Context: an optimization exercise on an open-source flow, tuned for small area, a short achievable clock period and few clock cycles per item. The choices shown serve that exercise and are no tape-out recipe. Only simulation tests tie the RTL to the original design; equivalence was not proved. Power is estimated from default activity; no workload was simulated.

==> v9 <==
## hart
module hart #(
    parameter hart_pkg::word_t RESET_ADDR = 32'h0000_0000
) (
    input  wire                     i_clk,
    input  wire                     i_arst_n,
    output hart_pkg::word_t         o_imem_raddr,
    input  wire hart_pkg::word_t    i_imem_rdata,
    output logic                    o_retire_valid,
    output hart_pkg::word_t         o_retire_inst,
    output logic                    o_retire_trap,
    output logic                    o_retire_halt,
    output hart_pkg::reg_addr_t     o_retire_rs1_raddr,
    output hart_pkg::reg_addr_t     o_retire_rs2_raddr,
    output hart_pkg::word_t         o_retire_rs1_rdata,
    output hart_pkg::word_t         o_retire_rs2_rdata,
    output hart_pkg::reg_addr_t     o_retire_rd_waddr,
    output hart_pkg::word_t         o_retire_rd_wdata,
    output hart_pkg::word_t         o_retire_pc,
    output hart_pkg::word_t         o_retire_next_pc
);
    localparam logic [29:0] RST_W = RESET_ADDR[31:2];
    logic [29:0] pc_f;
    logic [29:0] pc_w;
    logic [29:0] npc_w;
    fetch_stage #(.START(RST_W)) pcf_i (
        .i_clk (i_clk), .i_arst_n (i_arst_n), .o_cnt (pc_f)
    );
    fetch_stage #(.START(RST_W - 30'd3)) pcw_i (
        .i_clk (i_clk), .i_arst_n (i_arst_n), .o_cnt (pc_w)
    );
    fetch_stage #(.START(RST_W - 30'd2)) npcw_i (
        .i_clk (i_clk), .i_arst_n (i_arst_n), .o_cnt (npc_w)
    );
    assign o_imem_raddr = {pc_f, 2'b00};
    logic d_vld;
    logic x_vld;
    logic w_vld;
    logic halted;
    logic stop;
    hart_pkg::word_t    inst_d;
    assign inst_d = i_imem_rdata;
    logic               d_is_op;
    logic               d_is_lui;
    logic               d_is_auipc;
    logic               d_is_ebreak;
    logic               d_trap;
    logic               d_reads_rs1;
    logic               d_reads_rs2;
    logic               d_writes;
    hart_pkg::alu_ctl_t d_ctl;
    hart_pkg::word_t    d_imm;
    decode_stage dec_i (
        .i_inst      (inst_d),
        .o_is_op     (d_is_op),
        .o_is_lui    (d_is_lui),
        .o_is_auipc  (d_is_auipc),
        .o_is_ebreak (d_is_ebreak),
        .o_trap      (d_trap),
        .o_reads_rs1 (d_reads_rs1),
        .o_reads_rs2 (d_reads_rs2),
  ...
Settings: LEC_CHECK=0, CAP_MARGIN=20, CORE_MARGIN=2, CORE_UTILIZATION=40, PLACE_DENSITY=0.45, SETUP_SLACK_MARGIN=2.4, SLEW_MARGIN=20; clock period 5.0 ns.
run.sh (not shown) runs the stock make flow with config.mk's settings and CLKGATE_MAP_FILE= SYNTH_SCRIPT=/design/flow/synth_recipe.tcl, a recipe that flattens the netlist after the stock synthesis.
==> v11 (differences from v9) <==
--- a/flow/design.v
+++ b/flow/design.v
@@ -247,13 +247,10 @@
     logic [29:0] pc_w;
     logic [29:0] npc_w;
     fetch_stage #(.START(RST_W)) pcf_i (
         .i_clk (i_clk), .i_arst_n (i_arst_n), .o_cnt (pc_f)
     );
-    fetch_stage #(.START(RST_W - 30'd3)) pcw_i (
-        .i_clk (i_clk), .i_arst_n (i_arst_n), .o_cnt (pc_w)
-    );
     fetch_stage #(.START(RST_W - 30'd2)) npcw_i (
         .i_clk (i_clk), .i_arst_n (i_arst_n), .o_cnt (npc_w)
     );
     assign o_imem_raddr = {pc_f, 2'b00};
     logic d_vld;
@@ -310,11 +307,13 @@
     logic               x_trap;
     logic               x_halt;
     hart_pkg::word_t    inst_w;
     hart_pkg::word_t    w_rs1_rdata;
     hart_pkg::word_t    w_rs2_rdata;
-    hart_pkg::word_t    w_res;
+    hart_pkg::word_t    w_res;       
+    hart_pkg::word_t    w_rd_wdata;  
+    hart_pkg::reg_addr_t w_rda;
     logic               w_wen;
     logic               w_reads_rs1;
     logic               w_reads_rs2;
     logic               w_trap;
     logic               w_halt;
@@ -387,11 +386,11 @@
                   | ({npc_w, 2'b00} & {32{d_is_auipc}});
     assign op_b_d = alu_res(b_rs2 && x_fwd2)
                   | (w_res  & {32{b_rs2 && !x_fwd2 && w_fwd2}})
                   | (rf_rs2 & {32{b_rs2 && !x_fwd2 && !w_fwd2}})
                   | (d_imm  & {32{!b_rs2}});
-    assign w_res_d = alu_res(x_wen);
+    assign w_res_d = alu_res(1'b1);
     always_ff @(posedge i_clk or negedge i_arst_n) begin
         if (!i_arst_n) begin
             x_wen <= 1'b0;
             w_wen <= 1'b0;
         end else begin
@@ -407,13 +406,16 @@
         x_reads_rs1 <= d_reads_rs1;
         x_reads_rs2 <= d_reads_rs2;
         x_trap      <= d_trap;
         x_halt      <= d_is_ebreak;
         inst_w      <= inst_x;
+        pc_w        <= npc_w;
         w_rs1_rdata <= x_reads_rs1 ? op_a : '0;
         w_rs2_rdata <= x_reads_rs2 ? op_b : '0;
         w_res       <= w_res_d;
+        w_rd_wdata  <= alu_res(x_wen);
+        w_rda       <= x_wen ? inst_x[11:7] : 5'd0;
         w_reads_rs1 <= x_reads_rs1;
         w_reads_rs2 <= x_reads_rs2;
         w_trap      <= x_trap;
         w_halt      <= x_halt;
     end
@@ -423,11 +425,11 @@
     assign o_retire_halt      = w_halt;
     assign o_retire_rs1_raddr = w_reads_rs1 ? inst_w[19:15] : 5'd0;
     assign o_retire_rs2_raddr = w_reads_rs2 ? inst_w[24:20] : 5'd0;
     assign o_retire_rs1_rdata = w_rs1_rdata;
     assign o_retire_rs2_rdata = w_rs2_rdata;
-    assign o_retire_rd_waddr  = w_wen ? inst_w[11:7] : 5'd0;
-    assign o_retire_rd_wdata  = w_res;
+    assign o_retire_rd_waddr  = w_rda;
+    assign o_retire_rd_wdata  = w_rd_wdata;
     assign o_retire_pc        = {pc_w, 2'b00};
     assign o_retire_next_pc   = {npc_w, 2'b00};
 endmodule
 `default_nettype wire
Settings changed: SETUP_SLACK_MARGIN 2.4 to 1.6.
==> flow_summary.ini <==
[run_status]
status = timing/DRC/antenna clean

[timing]
fin_crit_ns = 3.335

[finish]
final_cell_mix = 992 x edfxtp_1, 658 x buf_4, 435 x a22oi_1
seq_cells = 1359

[clocking]
cts_setup_buffers = 405

[power_and_ir_drop]
p_sw_share_pct = 26.52

[drt]
wire_per_inst_um = 48.10
avgViaCountPerCell = 7.443

[floorplan]
fp.dieW_um = 397.9

[logic_synthesis]
yosysTopAreaCellShare_pct = 47.99
[end of results for v9]
==> flow_summary.ini <==
[finish]
seq_cells = 1396
clock_cell_area_share_pct = 6.781

[floorplan]
fp.dieW_um = 396.1

[setup_path]
critical_path_depth = 11
worst_setup_path_end_kind = register
cpPeakStageDelay_ns = 0.50

[power_and_ir_drop]
p_sw_share_pct = 23.23

[timing]
fin_crit_ns = 3.481

[clocking]
numCtsBuffers = 154
cts_setup_buffers = 37

[run_status]
status = timing/DRC/antenna clean

[logic_synthesis]
synth.most_common_cell = edfxtp_1
[end of results for v11]
Testbench counts of v9, summed over its fixed seeds: cycles 12,864, items 12,800.
Testbench counts of v11, summed over its fixed seeds: cycles 12,864, items 12,800.

---

==> 02-02: inputs <==
hart, a different RTL version from the one above (not shown whole).
clock: 5.0 ns
lec_check: 0
cap_margin: 20
core_margin: 2
core_utilization: 40
cts_cluster_diameter: 100
cts_cluster_size: 20
place_density: 0.45
setup_slack_margin: 2.0
slew_margin: 20
==> inputs of 05-03, as changes to 02-02 <==
--- a/flow/design.v
+++ b/flow/design.v
@@ -151,17 +151,16 @@
     input  wire hart_pkg::word_t    i_a,
     input  wire hart_pkg::word_t    i_b,
     input  wire hart_pkg::alu_ctl_t i_ctl,
     output hart_pkg::word_t         o_sum,    
     output hart_pkg::word_t         o_diff,   
     output hart_pkg::word_t         o_and,    
     output hart_pkg::word_t         o_xor,    
     output hart_pkg::word_t         o_shr,    
-    output hart_pkg::word_t         o_shl,    
     output logic                    o_lt,     
     output logic                    o_ltu     
 );
     function automatic logic [31:0] carries(input logic [31:0] g, input logic [31:0] p,
                                             input logic cin);
         logic [31:0] gg;
         logic [31:0] pp;
         logic [31:0] ng;
@@ -184,51 +183,47 @@
         end
         carries = gg;
     endfunction
     hart_pkg::word_t p_add;
     hart_pkg::word_t p_sub;
     hart_pkg::word_t g_sub;
     hart_pkg::word_t c_add;
     hart_pkg::word_t c_sub;
+    hart_pkg::word_t sh_in;
     logic            fill;
     logic [5:0][31:0] sh;
-    logic [5:0][31:0] sl;
     logic [4:0]      shamt;
     assign p_add  = i_a ^ i_b;
     assign p_sub  = ~(i_a ^ i_b);
     assign g_sub  = i_a & ~i_b;
     assign o_and  = i_a & i_b;
     assign o_xor  = p_add;
     assign c_add  = carries(o_and, p_add, 1'b0);
     assign c_sub  = carries(g_sub, p_sub, 1'b1);
     assign o_sum  = p_add ^ {c_add[30:0], 1'b0};
     assign o_diff = p_sub ^ {c_sub[30:0], 1'b1};
     assign o_ltu  = !c_sub[31];
     assign o_lt   = (i_a[31] ^ i_b[31]) ? i_a[31] : o_ltu;
     assign shamt = i_b[4:0];
-    assign fill  = i_ctl.sra && i_a[31];
-    assign sh[0] = i_a;
-    assign sl[0] = i_a;
+    assign fill  = i_ctl.sra && i_ctl.sr && i_a[31];
+    always_comb begin
+        for (int i = 0; i < 32; i++) sh_in[i] = i_ctl.sl ? i_a[31 - i] : i_a[i];
+    end
+    assign sh[0] = sh_in;
     for (genvar l = 0; l < 5; l++) begin : g_lvl
         for (genvar i = 0; i < 32; i++) begin : g_sbit
             if (i + (1 << l) < 32) begin : g_in
                 assign sh[l + 1][i] = shamt[l] ? sh[l][i + (1 << l)] : sh[l][i];
             end else begin : g_fill
                 assign sh[l + 1][i] = shamt[l] ? fill : sh[l][i];
             end
-            if (i >= (1 << l)) begin : g_lin
-                assign sl[l + 1][i] = shamt[l] ? sl[l][i - (1 << l)] : sl[l][i];
-            end else begin : g_lfill
-                assign sl[l + 1][i] = shamt[l] ? 1'b0 : sl[l][i];
-            end
         end
     end
     assign o_shr = sh[5];
-    assign o_shl = sl[5];
 endmodule
 `default_nettype wire
 `default_nettype none
 module hart #(
     parameter hart_pkg::word_t RESET_ADDR = 32'h0000_0000
 ) (
     input  wire                     i_clk,
     input  wire                     i_arst_n,
@@ -349,38 +344,36 @@
     assign w_fwd1 = w_wen && (inst_w[11:7] == rs1);
     assign w_fwd2 = w_wen && (inst_w[11:7] == rs2);
     assign d_wen = d_vld && d_writes && (inst_d[11:7] != 5'd0);
     hart_pkg::word_t u_sum;
     hart_pkg::word_t u_diff;
     hart_pkg::word_t u_and;
     hart_pkg::word_t u_xor;
     hart_pkg::word_t u_shr;
-    hart_pkg::word_t u_shl;
     logic            u_lt;
     logic            u_ltu;
     execute_stage alu_i (
         .i_a    (op_a),
         .i_b    (op_b),
         .i_ctl  (x_ctl),
         .o_sum  (u_sum),
         .o_diff (u_diff),
         .o_and  (u_and),
         .o_xor  (u_xor),
         .o_shr  (u_shr),
-        .o_shl  (u_shl),
         .o_lt   (u_lt),
         .o_ltu  (u_ltu)
     );
     function automatic hart_pkg::word_t alu_res(input logic t);
         hart_pkg::word_t r;
         for (int i = 0; i < 32; i++) begin
             r[i] = (t && x_ctl.add && u_sum[i]) || (t && x_ctl.sub && u_diff[i])
                 || (t && x_ctl.lg_and && u_and[i]) || (t && x_ctl.lg_xor && u_xor[i])
-                || (t && x_ctl.sr && u_shr[i]) || (t && x_ctl.sl && u_shl[i]);
+                || (t && x_ctl.sr && u_shr[i]) || (t && x_ctl.sl && u_shr[31 - i]);
         end
         r[0] = r[0] || (t && x_ctl.slt && u_lt) || (t && x_ctl.sltu && u_ltu);
         alu_res = r;
     endfunction
     logic            a_rs1;
     logic            b_rs2;
     hart_pkg::word_t op_a_d;
     hart_pkg::word_t op_b_d;
Settings changed: SETUP_SLACK_MARGIN 2.0 to 1.6.
==> inputs of 12-14, as changes to 02-02 <==
Settings changed: SETUP_SLACK_MARGIN 2.0 to 1.8.
==> inputs of 08-25, as changes to 02-02 <==
Settings changed: SETUP_SLACK_MARGIN 2.0 to 1.6.
==> comparison <==
- Between 05-03 and 12-14, the lower cell area is in 05-03 (gap 3.8%, measured against 12-14).
- Of 08-25 and 05-03, 08-25 has the higher clock skew (gap 0.0058 ns).
- In flip-flop and latch count, 02-02 and 08-25 do not differ.
- Against 12-14, the wire length of 08-25 is lower by 2.8%.
- Via count, lowest first: 05-03, 08-25, 12-14, 02-02.
- The lowest core utilization belongs to 08-25, the highest to 02-02.
- Between 12-14 and 02-02, the lower total power is in 12-14 (gap 0.50%, measured against 02-02).
- Between 08-25 and 02-02, the lower sequential share of layout area is in 02-02 (gap 2.9 points).
- Cell count, lowest first: 05-03, 08-25, 12-14, 02-02.
- The highest global-route usage belongs to 02-02, the lowest to 05-03.
Testbench counts of 02-02, summed over its fixed seeds: cycles 12,864, items 12,800.
Testbench counts of 05-03, summed over its fixed seeds: cycles 12,864, items 12,800.
Testbench counts of 12-14, summed over its fixed seeds: cycles 12,864, items 12,800.
Testbench counts of 08-25, summed over its fixed seeds: cycles 12,864, items 12,800.

## afterwards: timing with drivers on the ports
The flow's constraints put no driver on any port. The routed layouts listed below were extracted and timed again, unchanged, in two steps. Step 1 sets driving cells, clkbuf_16 on the clock port and buf_2 on the other inputs (assumed; they add their load-dependent delay and slew). Step 2 moves the port delays by t, midway between the first and last clock arrival at a register: inputs arrive t later, outputs are due t later. That takes back most of the time a late clock gives input paths. a / b / c = no drivers / after step 1 / after step 2; a / b = the first two.
run | t (ns) | setup slack, ns | worst hold slack (ns) | worst setup path after step 2
v9 | 0.902 | 1.665 / 1.665 / 0.986 | 0.179 / 0.135 / 0.324 | input to register
v11 | 0.894 | 1.519 / 1.539 / 0.687 | 0.205 / 0.150 / 0.311 | input to register
02-02 | 0.813 | 1.623 / 1.682 / 0.870 | 0.329 / 0.318 / 0.329 | input to register
05-03 | 0.816 | 1.524 / 1.584 / 0.770 | 0.280 / 0.222 / 0.329 | input to register
12-14 | 0.834 | 1.669 / 1.669 / 1.006 | 0.268 / 0.206 / 0.330 | input to register
08-25 | 0.808 | 1.534 / 1.548 / 0.769 | 0.288 / 0.243 / 0.331 | input to register
After both steps every run listed still meets setup and hold. The setup slack of v11, which loses most, moves by +0.020 ns with the drivers and by -0.832 ns with both steps.
